Background: an optimization exercise with open tools, aiming at small area, a short achievable clock period and few clock cycles. Do not read the settings as production practice.
Only simulation tests tie the RTL to the original design; equivalence was not proved.
Power figures rest on the tool's default switching activity, not on a simulated workload.

==> flow/design.v <==
`timescale 1ns / 1ps
package gts_pkg;
    localparam logic [1:0] MODE_IDLE  = 2'd0;
    localparam logic [1:0] MODE_DASH  = 2'd1;
    localparam logic [1:0] MODE_STR   = 2'd2;
    localparam logic [1:0] MODE_IDENT = 2'd3;
    localparam logic [3:0] KIND_ARROW  = 4'd0;
    localparam logic [3:0] KIND_LPAREN = 4'd1;
    localparam logic [3:0] KIND_RPAREN = 4'd2;
    localparam logic [3:0] KIND_STAR   = 4'd3;
    localparam logic [3:0] KIND_OPT    = 4'd4;
    localparam logic [3:0] KIND_BAR    = 4'd5;
    localparam logic [3:0] KIND_SEMI   = 4'd6;
    localparam logic [3:0] KIND_LIT    = 4'd7;
    localparam logic [3:0] KIND_IDENT  = 4'd8;
    localparam logic [3:0] KIND_EOF    = 4'd9;
    localparam logic [3:0] KIND_ERR    = 4'd10;
    localparam logic [1:0] ERR_NONE       = 2'd0;
    localparam logic [1:0] ERR_UNEXPECTED = 2'd1;
    localparam logic [1:0] ERR_OPEN_STR   = 2'd2;
    localparam logic [7:0] CH_DASH   = 8'h2D;
    localparam logic [7:0] CH_GT     = 8'h3E;
    localparam logic [7:0] CH_LPAREN = 8'h28;
    localparam logic [7:0] CH_RPAREN = 8'h29;
    localparam logic [7:0] CH_STAR   = 8'h2A;
    localparam logic [7:0] CH_QMARK  = 8'h3F;
    localparam logic [7:0] CH_BAR    = 8'h7C;
    localparam logic [7:0] CH_SEMI   = 8'h3B;
    localparam logic [7:0] CH_QUOTE  = 8'h22;
    localparam logic [7:0] CH_LF     = 8'h0A;
    localparam logic [7:0] CH_TAB    = 8'h09;
    localparam logic [7:0] CH_CR     = 8'h0D;
    localparam logic [7:0] CH_SPACE  = 8'h20;
    localparam int unsigned MAX_TOKENS = 3;
    localparam int unsigned QUEUE_DEPTH = 4;
    localparam int unsigned TOK_W = 54;
    localparam int unsigned BUNDLE_W = 2 + MAX_TOKENS * TOK_W;
endpackage
`timescale 1ns / 1ps
module grammar_token_scanner #(
    parameter int unsigned SOURCE_DEPTH = 65536
) (
    input  logic        aclk,
    input  logic        aresetn,
    input  logic        cfg_we,
    input  logic [15:0] cfg_wdata,
    input  logic        s_valid,
    output logic        s_ready,
    input  logic [7:0]  s_ch,
    input  logic        s_end_of_source,
    output logic        m_valid,
    input  logic        m_ready,
    output logic [3:0]  m_kind,
    output logic [15:0] m_line,
    output logic [15:0] m_start_res,
    output logic [15:0] m_length,
    output logic [1:0]  m_error_code,
    output logic        m_last_result
);
    localparam int unsigned POS_MAX_INT =
        (SOURCE_DEPTH - 1 < 65535) ? SOURCE_DEPTH - 1 : 65535;
    localparam logic [15:0] POS_MAX = 16'(POS_MAX_INT);
    logic        b_valid;
    logic [7:0]  b_ch;
    logic        b_eos;
    logic [1:0]  stage_reg;
    logic [1:0]  mode_reg;
    logic [15:0] line_reg;
    logic [15:0] pos_reg;
    logic [15:0] ts_reg;
    logic [15:0] len_reg;
    logic [15:0] first_line_reg;
    logic is_alpha, is_digit, is_alnum, is_lf, is_quote, is_gt, is_dash, is_blank;
    logic is_punct;
    logic [3:0] punct_kind;
    always_comb begin
        is_alpha = ((b_ch >= 8'h61) && (b_ch <= 8'h7A)) || ((b_ch >= 8'h41) && (b_ch <= 8'h5A));
        is_digit = (b_ch >= 8'h30) && (b_ch <= 8'h39);
        is_alnum = is_alpha || is_digit;
        is_lf    = (b_ch == gts_pkg::CH_LF);
        is_quote = (b_ch == gts_pkg::CH_QUOTE);
        is_gt    = (b_ch == gts_pkg::CH_GT);
        is_dash  = (b_ch == gts_pkg::CH_DASH);
        is_blank = (b_ch == gts_pkg::CH_SPACE) || (b_ch == gts_pkg::CH_TAB) ||
                   (b_ch == gts_pkg::CH_CR);
        is_punct   = 1'b1;
        punct_kind = gts_pkg::KIND_ERR;
        case (b_ch)
            gts_pkg::CH_LPAREN: punct_kind = gts_pkg::KIND_LPAREN;
            gts_pkg::CH_RPAREN: punct_kind = gts_pkg::KIND_RPAREN;
            gts_pkg::CH_STAR:   punct_kind = gts_pkg::KIND_STAR;
            gts_pkg::CH_QMARK:  punct_kind = gts_pkg::KIND_OPT;
            gts_pkg::CH_BAR:    punct_kind = gts_pkg::KIND_BAR;
            gts_pkg::CH_SEMI:   punct_kind = gts_pkg::KIND_SEMI;
            default:            is_punct = 1'b0;
        endcase
    end
    logic m_dash, m_str, m_ident, m_idle;
    logic fresh;
    logic v0, v1, v2, v3;
    logic [1:0] mode_mid;
    logic fresh_ident, fresh_str;
    logic [15:0] line_inc, line_mid;
    logic [16:0] pos_inc, len_inc;
    logic [15:0] pos_next;
    logic [15:0] len2;
    assign m_idle  = (mode_reg == gts_pkg::MODE_IDLE);
    assign m_dash  = (mode_reg == gts_pkg::MODE_DASH);
    assign m_str   = (mode_reg == gts_pkg::MODE_STR);
    assign m_ident = (mode_reg == gts_pkg::MODE_IDENT);
    assign v0    = (m_dash & is_gt) | (m_str & is_quote) | (m_ident & ~is_alnum);
    assign fresh = m_idle | (m_dash & ~is_gt) | (m_ident & ~is_alnum);
    assign v1    = fresh & ~is_dash & ~is_lf & ~is_blank & ~is_quote & ~is_alpha;
    assign fresh_ident = fresh & is_alpha;
    assign fresh_str   = fresh & is_quote;
    always_comb begin
        if (fresh) begin
            if (is_dash)       mode_mid = gts_pkg::MODE_DASH;
            else if (is_quote) mode_mid = gts_pkg::MODE_STR;
            else if (is_alpha) mode_mid = gts_pkg::MODE_IDENT;
            else               mode_mid = gts_pkg::MODE_IDLE;
        end else if (v0) begin
            mode_mid = gts_pkg::MODE_IDLE;
        end else begin
            mode_mid = mode_reg;
        end
    end
    assign v2 = b_eos & mode_mid[1];
    assign v3 = b_eos;
    assign line_inc = (line_reg != 16'hFFFF) ? line_reg + 16'd1 : line_reg;
    assign line_mid = is_lf ? line_inc : line_reg;
    assign pos_inc  = {1'b0, pos_reg} + 17'd1;
    assign pos_next = (pos_reg < POS_MAX) ? pos_inc[15:0] : pos_reg;
    assign len_inc  = {1'b0, len_reg} + 17'd1;
    assign len2     = fresh_ident ? 16'd1 : (len_inc[16] ? 16'hFFFF : len_inc[15:0]);
    logic r0, r1, r2, r3;
    logic any_left, is_last, consume;
    logic [1:0] sel;
    assign r0 = v0 & (stage_reg == 2'd0);
    assign r1 = v1 & (stage_reg <= 2'd1);
    assign r2 = v2 & (stage_reg <= 2'd2);
    assign r3 = v3;
    always_comb begin
        if (r0)      sel = 2'd0;
        else if (r1) sel = 2'd1;
        else if (r2) sel = 2'd2;
        else         sel = 2'd3;
    end
    assign any_left = r0 | r1 | r2 | r3;
    always_comb begin
        unique case (sel)
            2'd0: is_last = ~(v1 | v2 | v3);
            2'd1: is_last = ~(v2 | v3);
            2'd2: is_last = ~v3;
            default: is_last = 1'b1;
        endcase
    end
    assign m_valid = b_valid & any_left;
    assign consume = b_valid & (~any_left | (m_ready & is_last));
    assign s_ready = ~b_valid | consume;
    always_comb begin
        m_kind       = gts_pkg::KIND_EOF;
        m_line       = line_mid;
        m_start_res  = 16'd0;
        m_length     = 16'd0;
        m_error_code = gts_pkg::ERR_NONE;
        unique case (sel)
            2'd0: begin
                m_line = line_reg;
                if (m_dash) begin
                    m_kind = gts_pkg::KIND_ARROW;
                end else if (m_str) begin
                    m_kind      = gts_pkg::KIND_LIT;
                    m_start_res = ts_reg;
                    m_length    = len_reg;
                end else begin
                    m_kind      = gts_pkg::KIND_IDENT;
                    m_start_res = ts_reg;
                    m_length    = len_reg;
                end
            end
            2'd1: begin
                m_line = line_reg;
                m_kind = punct_kind;
                if (!is_punct) m_error_code = gts_pkg::ERR_UNEXPECTED;
            end
            2'd2: begin
                if (mode_mid == gts_pkg::MODE_STR) begin
                    m_kind       = gts_pkg::KIND_ERR;
                    m_error_code = gts_pkg::ERR_OPEN_STR;
                end else begin
                    m_kind      = gts_pkg::KIND_IDENT;
                    m_start_res = fresh_ident ? pos_reg : ts_reg;
                    m_length    = len2;
                end
            end
            default: ;
        endcase
    end
    assign m_last_result = is_last;
    logic take;
    assign take = s_valid & s_ready;
    always_ff @(posedge aclk) begin
        if (take) begin
            b_ch  <= s_ch;
            b_eos <= s_end_of_source;
        end
        if (consume && !b_eos) begin
            if (fresh_ident) begin
                ts_reg  <= pos_reg;
                len_reg <= {15'd0, (pos_reg < POS_MAX)};
            end else if (fresh_str) begin
                ts_reg  <= pos_inc[16] ? 16'hFFFF : pos_inc[15:0];
                len_reg <= 16'd0;
            end else if (pos_reg < POS_MAX) begin
                len_reg <= len_inc[15:0];
            end
        end
    end
    always_ff @(posedge aclk) begin
        if (!aresetn) begin
            b_valid        <= 1'b0;
            stage_reg      <= 2'd0;
            mode_reg       <= gts_pkg::MODE_IDLE;
            line_reg       <= 16'd1;
            pos_reg        <= 16'd0;
            first_line_reg <= 16'd1;
        end else begin
            if (take) begin
                b_valid <= 1'b1;
            end else if (consume) begin
                b_valid <= 1'b0;
            end
            if (consume) begin
                stage_reg <= 2'd0;
            end else if (m_valid && m_ready) begin
                stage_reg <= sel + 2'd1;
            end
            if (consume) begin
                if (b_eos) begin
                    mode_reg <= gts_pkg::MODE_IDLE;
                    pos_reg  <= 16'd0;
                end else begin
                    mode_reg <= mode_mid;
                    pos_reg  <= pos_next;
                end
            end
            if (cfg_we && (b_valid ? (consume && b_eos)
                                   : (pos_reg == 16'd0 && mode_reg == gts_pkg::MODE_IDLE))) begin
                line_reg <= cfg_wdata;
            end else if (consume) begin
                line_reg <= b_eos ? first_line_reg : line_mid;
            end
            if (cfg_we) begin
                first_line_reg <= cfg_wdata;
            end
        end
    end
endmodule
Settings: LEC_CHECK=0, ABC_CLOCK_PERIOD_IN_PS=3000, CAP_MARGIN=20, CORE_MARGIN=2, CORE_UTILIZATION=40, SETUP_SLACK_MARGIN=2.0, SLEW_MARGIN=20; clock period 5.5 ns.
run.sh (not shown) runs the stock make flow with config.mk's settings and CLKGATE_MAP_FILE= SYNTH_SCRIPT=/design/flow/synth_recipe.tcl, a recipe that flattens the netlist after the stock synthesis.
Testbench counts at the start, summed over its fixed seeds: cycles 24,751.
Next try:
- ABC_CLOCK_PERIOD_IN_PS: 3000 -> default
- SETUP_SLACK_MARGIN: 2.0 -> default
After rerunning: The changed run went through all stages and came out clean; synthesized area stays the same; design area went down by about 16%; combinational power fell by 39%; core utilization is lower by 9.2 points.
Next try:
- ABC_CLOCK_PERIOD_IN_PS: default -> 2500
- SETUP_SLACK_MARGIN: default -> 2.5
What happened:
- The new run ran to the end with no violations
- worst hold slack stays flat
- clock-buffer cell count went up by 1
- worst setup slack gets better by 550 ps
- wire length goes up by about a fifth
- sequential power hardly moves
- first-iteration DRC count went down by roughly a tenth
- via count goes up by roughly a tenth

==> re-timing with driven ports <==
How much do the figures lean on ideal ports? The routed layouts below were timed once more, with nothing changed but the port constraints.
Step 1, drivers: a clkbuf_16 drives aclk and a buf_2 each remaining input, both assumed.
Step 2, shift: input delay + t, output delay - t, t = (earliest + latest rising clock arrival at the registers) / 2. This alone moves slack from input paths to output paths.
a / b / c = ideal / step 1 / step 2; a / b = the first two.
| run | shift t [ns] | setup slack, ns | clock arrival spread, ns | worst slew at a driven data input, ns | pins driven straight from the clock port |
|---|---|---|---|---|---|
| the first run | 0.403 | 0.648 / 0.604 / 1.007 | 0.010 / 0.010 | 0.04 | 1 |
| the second run | 0.395 | 0.091 / 0.051 / 0.446 | 0.011 / 0.010 | 0.03 | 1 |
| the third run | 0.398 | 0.636 / 0.595 / 0.992 | 0.011 / 0.011 | 0.04 | 1 |
After both steps setup and hold are still met in every run listed.
